Background: an optimization exercise with open tools, aiming at small area. Do not read the settings as production practice.
Only simulation tests tie the RTL to the original design; equivalence was not proved.
Power figures rest on the tool's default switching activity, not on a simulated workload.

before:
==> flow/design.v <==
package box_overlay_pkg;
    typedef struct packed {
        logic [8-1:0] red;
        logic [8-1:0] green;
        logic [8-1:0] blue;
    } rgb_t;
    typedef struct packed {
        logic vsync;
        logic href;
        logic clken;
        rgb_t pixel;
    } video_beat_t;
    typedef struct packed {
        logic               valid;    
        logic [10-1:0] y_max;
        logic [10-1:0] x_max;
        logic [10-1:0] y_min;
        logic [10-1:0] x_min;   
    } box_rect_t;
    typedef struct packed {
        logic [10-1:0] x;
        logic [10-1:0] y;
    } pixel_pos_t;
endpackage
`timescale 1ns/1ps
module pixel_position
#(
    parameter int H_DISP = 640,
    parameter int V_DISP = 480
)
(
    input  logic                         sys_clk,
    input  logic                         sys_rst_n,
    input  box_overlay_pkg::video_beat_t beat,
    output box_overlay_pkg::pixel_pos_t  pos,
    output box_overlay_pkg::pixel_pos_t  pos_nxt,
    output logic                         x_adv,     
    output logic                         x_clr,     
    output logic                         y_adv,     
    output logic                         y_clr,     
    output logic                         armed
);
    localparam logic [10-1:0] X_LAST = 10'(H_DISP - 1);
    localparam logic [10-1:0] Y_END  = 10'(V_DISP);
    logic x_last;
    logic y_last;
    assign x_last = (pos.x == X_LAST);
    assign y_last = &pos.y;
    assign x_adv = beat.vsync && beat.clken && !x_last;
    assign x_clr = !beat.vsync || (beat.clken && x_last);
    assign y_adv = beat.vsync && beat.clken && x_last && !y_last;
    assign y_clr = !beat.vsync || (beat.clken && x_last && y_last);
    always_comb
    begin
        pos_nxt = pos;
        if (x_clr)
            pos_nxt.x = '0;
        else if (x_adv)
            pos_nxt.x = pos.x + 1'b1;
        if (!beat.vsync)
            pos_nxt.y = '0;
        else if (beat.clken && x_last)
            pos_nxt.y = pos.y + 1'b1;
    end
    always_ff @(posedge sys_clk or negedge sys_rst_n)
    begin
        if (!sys_rst_n)
            pos <= '0;
        else
            pos <= pos_nxt;
    end
    always_ff @(posedge sys_clk or negedge sys_rst_n)
    begin
        if (!sys_rst_n)
            armed <= 1'b0;
        else if (!beat.vsync && pos.y == Y_END && pos.x == '0)
            armed <= 1'b1;
    end
endmodule
`timescale 1ns/1ps
module box_table
(
    input  logic                        sys_clk,
    input  logic                        sys_rst_n,
    input  logic                        cfg_req,
    input  logic [4-1:0]      cfg_addr,
    input  box_overlay_pkg::box_rect_t  cfg_data,
    output logic                        cfg_ack,
    input  box_overlay_pkg::pixel_pos_t pos,
    input  box_overlay_pkg::pixel_pos_t pos_nxt,
    input  logic                        x_adv,
    input  logic                        x_clr,
    input  logic                        y_adv,
    input  logic                        y_clr,
    output logic                        hit
);
    logic                  wr_en;
    logic [3:0]            winit;
    logic [16-1:0] box_hit;
    assign wr_en = cfg_req && !cfg_ack;
    always_ff @(posedge sys_clk or negedge sys_rst_n)
    begin
        if (!sys_rst_n)
            cfg_ack <= 1'b0;
        else
            cfg_ack <= cfg_req;
    end
    function automatic logic gt(input logic [10-1:0] a, input logic [10-1:0] b);
        integer i;
        begin
            gt = 1'b0;
            for (i = 0; i < 10; i = i + 1)
                gt = (a[i] && !b[i]) || ((a[i] || !b[i]) && gt);
        end
    endfunction
    assign winit[0] = gt(pos_nxt.x, cfg_data.x_min) && !gt(pos_nxt.x, cfg_data.x_max);
    assign winit[1] = gt(pos_nxt.y, cfg_data.y_min) && !gt(pos_nxt.y, cfg_data.y_max);
    assign winit[2] = cfg_data.valid && gt(cfg_data.x_max, cfg_data.x_min);
    assign winit[3] = cfg_data.valid && gt(cfg_data.y_max, cfg_data.y_min);
    for (genvar i = 0; i < 16; i++)
    begin : g_slot
        box_edge_detect u_slot
        (
            .sys_clk   (sys_clk),
            .sys_rst_n (sys_rst_n),
            .we        (wr_en && cfg_addr == i),
            .wdata     (cfg_data),
            .winit     (winit),
            .pos       (pos),
            .x_adv     (x_adv),
            .x_clr     (x_clr),
            .y_adv     (y_adv),
            .y_clr     (y_clr),
            .hit       (box_hit[i])
        );
    end
    assign hit = |box_hit;
endmodule
`timescale 1ns/1ps
module box_edge_detect
(
    input  logic                        sys_clk,
    input  logic                        sys_rst_n,
    input  logic                        we,
    input  box_overlay_pkg::box_rect_t  wdata,
    input  logic [3:0]                  winit,     
    input  box_overlay_pkg::pixel_pos_t pos,
    input  logic                        x_adv,
    input  logic                        x_clr,
    input  logic                        y_adv,
    input  logic                        y_clr,
    output logic                        hit
);
    logic [10-1:0] x_min;
    logic [10-1:0] y_min;
    logic [10-1:0] x_max;
    logic [10-1:0] y_max;
    logic                hx;
    logic                hy;
    logic                fx;
    logic                fy;
    logic                ex_min;
    logic                ex_max;
    logic                ey_min;
    logic                ey_max;
    assign ex_min = (pos.x == x_min);
    assign ex_max = (pos.x == x_max);
    assign ey_min = (pos.y == y_min);
    assign ey_max = (pos.y == y_max);
    assign hit    = (hx && (ey_min || ey_max) && fx && !ex_max) ||
                    (hy && (ex_min || ex_max) && fy && !ey_max);
    always_ff @(posedge sys_clk or negedge sys_rst_n)
    begin
        if (!sys_rst_n)
        begin
            hx <= 1'b0;
            hy <= 1'b0;
        end
        else if (we)
        begin
            hx <= winit[2];
            hy <= winit[3];
        end
    end
    always_ff @(posedge sys_clk)
    begin
        if (we)
        begin
            x_min <= wdata.x_min;
            y_min <= wdata.y_min;
            x_max <= wdata.x_max;
            y_max <= wdata.y_max;
        end
    end
    always_ff @(posedge sys_clk)
    begin
        if (we)
        begin
            fx <= winit[0];
            fy <= winit[1];
        end
        else
        begin
            fx <= !x_clr && (x_adv ? ((fx && !ex_max) || ex_min) : fx);
            fy <= !y_clr && (y_adv ? ((fy && !ey_max) || ey_min) : fy);
        end
    end
endmodule
`timescale 1ns/1ps
module overlay_mixer
(
    input  logic                         sys_clk,
    input  logic                         sys_rst_n,
    input  box_overlay_pkg::video_beat_t beat,
    input  logic                         hit_c,
    input  logic                         armed,
    output box_overlay_pkg::video_beat_t post
);
    localparam logic [3*8-1:0] MARK = {8'(255), 8'(0),
                                            8'(0)};
    box_overlay_pkg::video_beat_t beat_d;
    logic                         hit;
    logic                         full;
    always_ff @(posedge sys_clk or negedge sys_rst_n)
    begin
        if (!sys_rst_n)
            full <= 1'b0;
        else
            full <= 1'b1;
    end
    always_ff @(posedge sys_clk)
    begin
        beat_d <= beat;
        hit    <= hit_c;
    end
    always_ff @(posedge sys_clk or negedge sys_rst_n)
    begin
        if (!sys_rst_n)
        begin
            post <= '0;
        end
        else
        begin
            post.vsync <= armed && beat_d.vsync;
            post.href  <= armed && beat_d.href;
            post.clken <= armed && beat_d.clken;
            if (armed && hit)
                post.pixel <= MARK;
            else if (full)
                post.pixel <= beat_d.pixel;
            else
                post.pixel <= '0;
        end
    end
endmodule
`timescale 1ns/1ps
module box_overlay_top
#(
    parameter int H_DISP = 640,
    parameter int V_DISP = 480
)
(
    input  logic                         sys_clk,
    input  logic                         sys_rst_n,
    input  logic [3*8+2:0]          per,         
    input  logic                         cfg_req,
    input  logic [4-1:0]       cfg_addr,
    input  logic [(4*10+1)-1:0]            cfg_data,    
    output logic                         cfg_ack,
    output logic [3*8+2:0]          post         
);
    box_overlay_pkg::pixel_pos_t  pos;
    box_overlay_pkg::pixel_pos_t  pos_nxt;
    logic                         x_adv;
    logic                         x_clr;
    logic                         y_adv;
    logic                         y_clr;
    logic                         armed;
    logic                         hit_c;
    pixel_position
    #(
        .H_DISP (H_DISP),
        .V_DISP (V_DISP)
    )
    u_pixel_position
    (
        .sys_clk   (sys_clk),
        .sys_rst_n (sys_rst_n),
        .beat      (per),
        .pos       (pos),
        .pos_nxt   (pos_nxt),
        .x_adv     (x_adv),
        .x_clr     (x_clr),
        .y_adv     (y_adv),
        .y_clr     (y_clr),
        .armed     (armed)
    );
    box_table u_box_table
    (
        .sys_clk   (sys_clk),
        .sys_rst_n (sys_rst_n),
        .cfg_req   (cfg_req),
        .cfg_addr  (cfg_addr),
        .cfg_data  (cfg_data),
        .cfg_ack   (cfg_ack),
        .pos       (pos),
        .pos_nxt   (pos_nxt),
        .x_adv     (x_adv),
        .x_clr     (x_clr),
        .y_adv     (y_adv),
        .y_clr     (y_clr),
        .hit       (hit_c)
    );
    overlay_mixer u_overlay_mixer
    (
        .sys_clk   (sys_clk),
        .sys_rst_n (sys_rst_n),
        .beat      (per),
        .hit_c     (hit_c),
        .armed     (armed),
        .post      (post)
    );
endmodule
==> flow/config.mk <==
export PLATFORM = sky130hd
export DESIGN_NAME = box_overlay_top
export DESIGN_NICKNAME = box_overlay_top
export VERILOG_FILES = /design/flow/design.v
export SDC_FILE = /design/flow/constraint.sdc
export NUM_CORES = 4
export LEC_CHECK = 0
export CAP_MARGIN = 20
export CORE_MARGIN = 2
export CORE_UTILIZATION = 75
export CTS_BUF_LIST = sky130_fd_sc_hd__clkbuf_16
export CTS_CLUSTER_DIAMETER = 60
export CTS_CLUSTER_SIZE = 30
export SLEW_MARGIN = 20
==> flow/constraint.sdc <==
create_clock -name core_clock -period 5.0 [get_ports {sys_clk}]
set_input_delay 1.0000 -clock core_clock [delete_from_list [all_inputs] [get_ports {sys_clk}]]
set_output_delay 1.0000 -clock core_clock [all_outputs]
set_load 0.01 [all_outputs]
run.sh (not shown) runs the stock make flow with config.mk's settings and CLKGATE_MAP_FILE= SYNTH_SCRIPT=/design/flow/synth_recipe.tcl, a recipe that flattens the netlist after the stock synthesis.
The inputs of after differ from those of before as listed below.
--- a/flow/design.v
+++ b/flow/design.v
@@ -102,24 +102,16 @@
     begin
         if (!sys_rst_n)
             cfg_ack <= 1'b0;
         else
             cfg_ack <= cfg_req;
     end
-    function automatic logic gt(input logic [10-1:0] a, input logic [10-1:0] b);
-        integer i;
-        begin
-            gt = 1'b0;
-            for (i = 0; i < 10; i = i + 1)
-                gt = (a[i] && !b[i]) || ((a[i] || !b[i]) && gt);
-        end
-    endfunction
-    assign winit[0] = gt(pos_nxt.x, cfg_data.x_min) && !gt(pos_nxt.x, cfg_data.x_max);
-    assign winit[1] = gt(pos_nxt.y, cfg_data.y_min) && !gt(pos_nxt.y, cfg_data.y_max);
-    assign winit[2] = cfg_data.valid && gt(cfg_data.x_max, cfg_data.x_min);
-    assign winit[3] = cfg_data.valid && gt(cfg_data.y_max, cfg_data.y_min);
+    assign winit[0] = (pos_nxt.x > cfg_data.x_min) && (pos_nxt.x <= cfg_data.x_max);
+    assign winit[1] = (pos_nxt.y > cfg_data.y_min) && (pos_nxt.y <= cfg_data.y_max);
+    assign winit[2] = cfg_data.valid && (cfg_data.x_min < cfg_data.x_max);
+    assign winit[3] = cfg_data.valid && (cfg_data.y_min < cfg_data.y_max);
     for (genvar i = 0; i < 16; i++)
     begin : g_slot
         box_edge_detect u_slot
         (
             .sys_clk   (sys_clk),
             .sys_rst_n (sys_rst_n),
==> run notes <==
Across both runs, final period demand of the worst path was higher for after than for before.
Cell with the biggest individual delay on the critical path = o311ai_0: before; cell with the biggest individual delay on the critical path = clkdlybuf4s50_1: after
Against before as the reference, after delivers a lower setup slack after layout.
Re met2 routed wirelength: after and before aren't equal, and the higher value belongs to after.
For the via count of the first global-routing pass, after came in 237 lower than before did.
after vs before, non-clock buffer count went up by 1.8%.
Compared with before, in after x dimension of the die increased by about 0.4% relative to the old numbers; post-layout instance count excluding filler cells increased by 42 relative to the old numbers; number of gates on the worst path with buffers counted increased by 6 relative to the old numbers; post-layout utilization of the core decreased by 0.21 points relative to the old numbers.
Power: after < before
The multi-input gate share of the layout cell area on after is in line with that on before.
Between after and before, it is after whose die area is higher, by 0.82%.
As far as total of max-cap violations goes, before and after are indistinguishable; the numbers are identical.
The area share of fa/ha/maj cells after synthesis in after sits 1.9 points above the value recorded for before.

[separate check: timing with driven ports]
The flow's constraints put no driver on any port. The routed layouts listed below were extracted and timed again, unchanged, in two steps. Step 1 (the two cells are an assumption about what drives the block):
set clk [get_ports {sys_clk}]
set_driving_cell -lib_cell sky130_fd_sc_hd__clkbuf_16 $clk
set_driving_cell -lib_cell sky130_fd_sc_hd__buf_2 [delete_from_list [all_inputs] $clk]
Step 2 adds t to the input delays and takes it off the output delays; t is the mean of the earliest and latest rising clock arrival at the registers after step 1. Input paths then give back, and output paths get back, about the clock's delay inside the block. Three values: ideal, step 1, step 2; two values: the first two.
run | shift t [ns] | slack for setup (ns) | cell pins on the clock port's net
before | 0.673 | 1.094 / 1.133 / 0.460 | 1
after | 0.665 | 0.823 / 0.832 / 0.167 | 1
After both steps setup and hold are still met in every run listed. For after, which loses most, drivers alone change the setup slack by +0.009 ns; drivers and shift together by -0.656 ns.
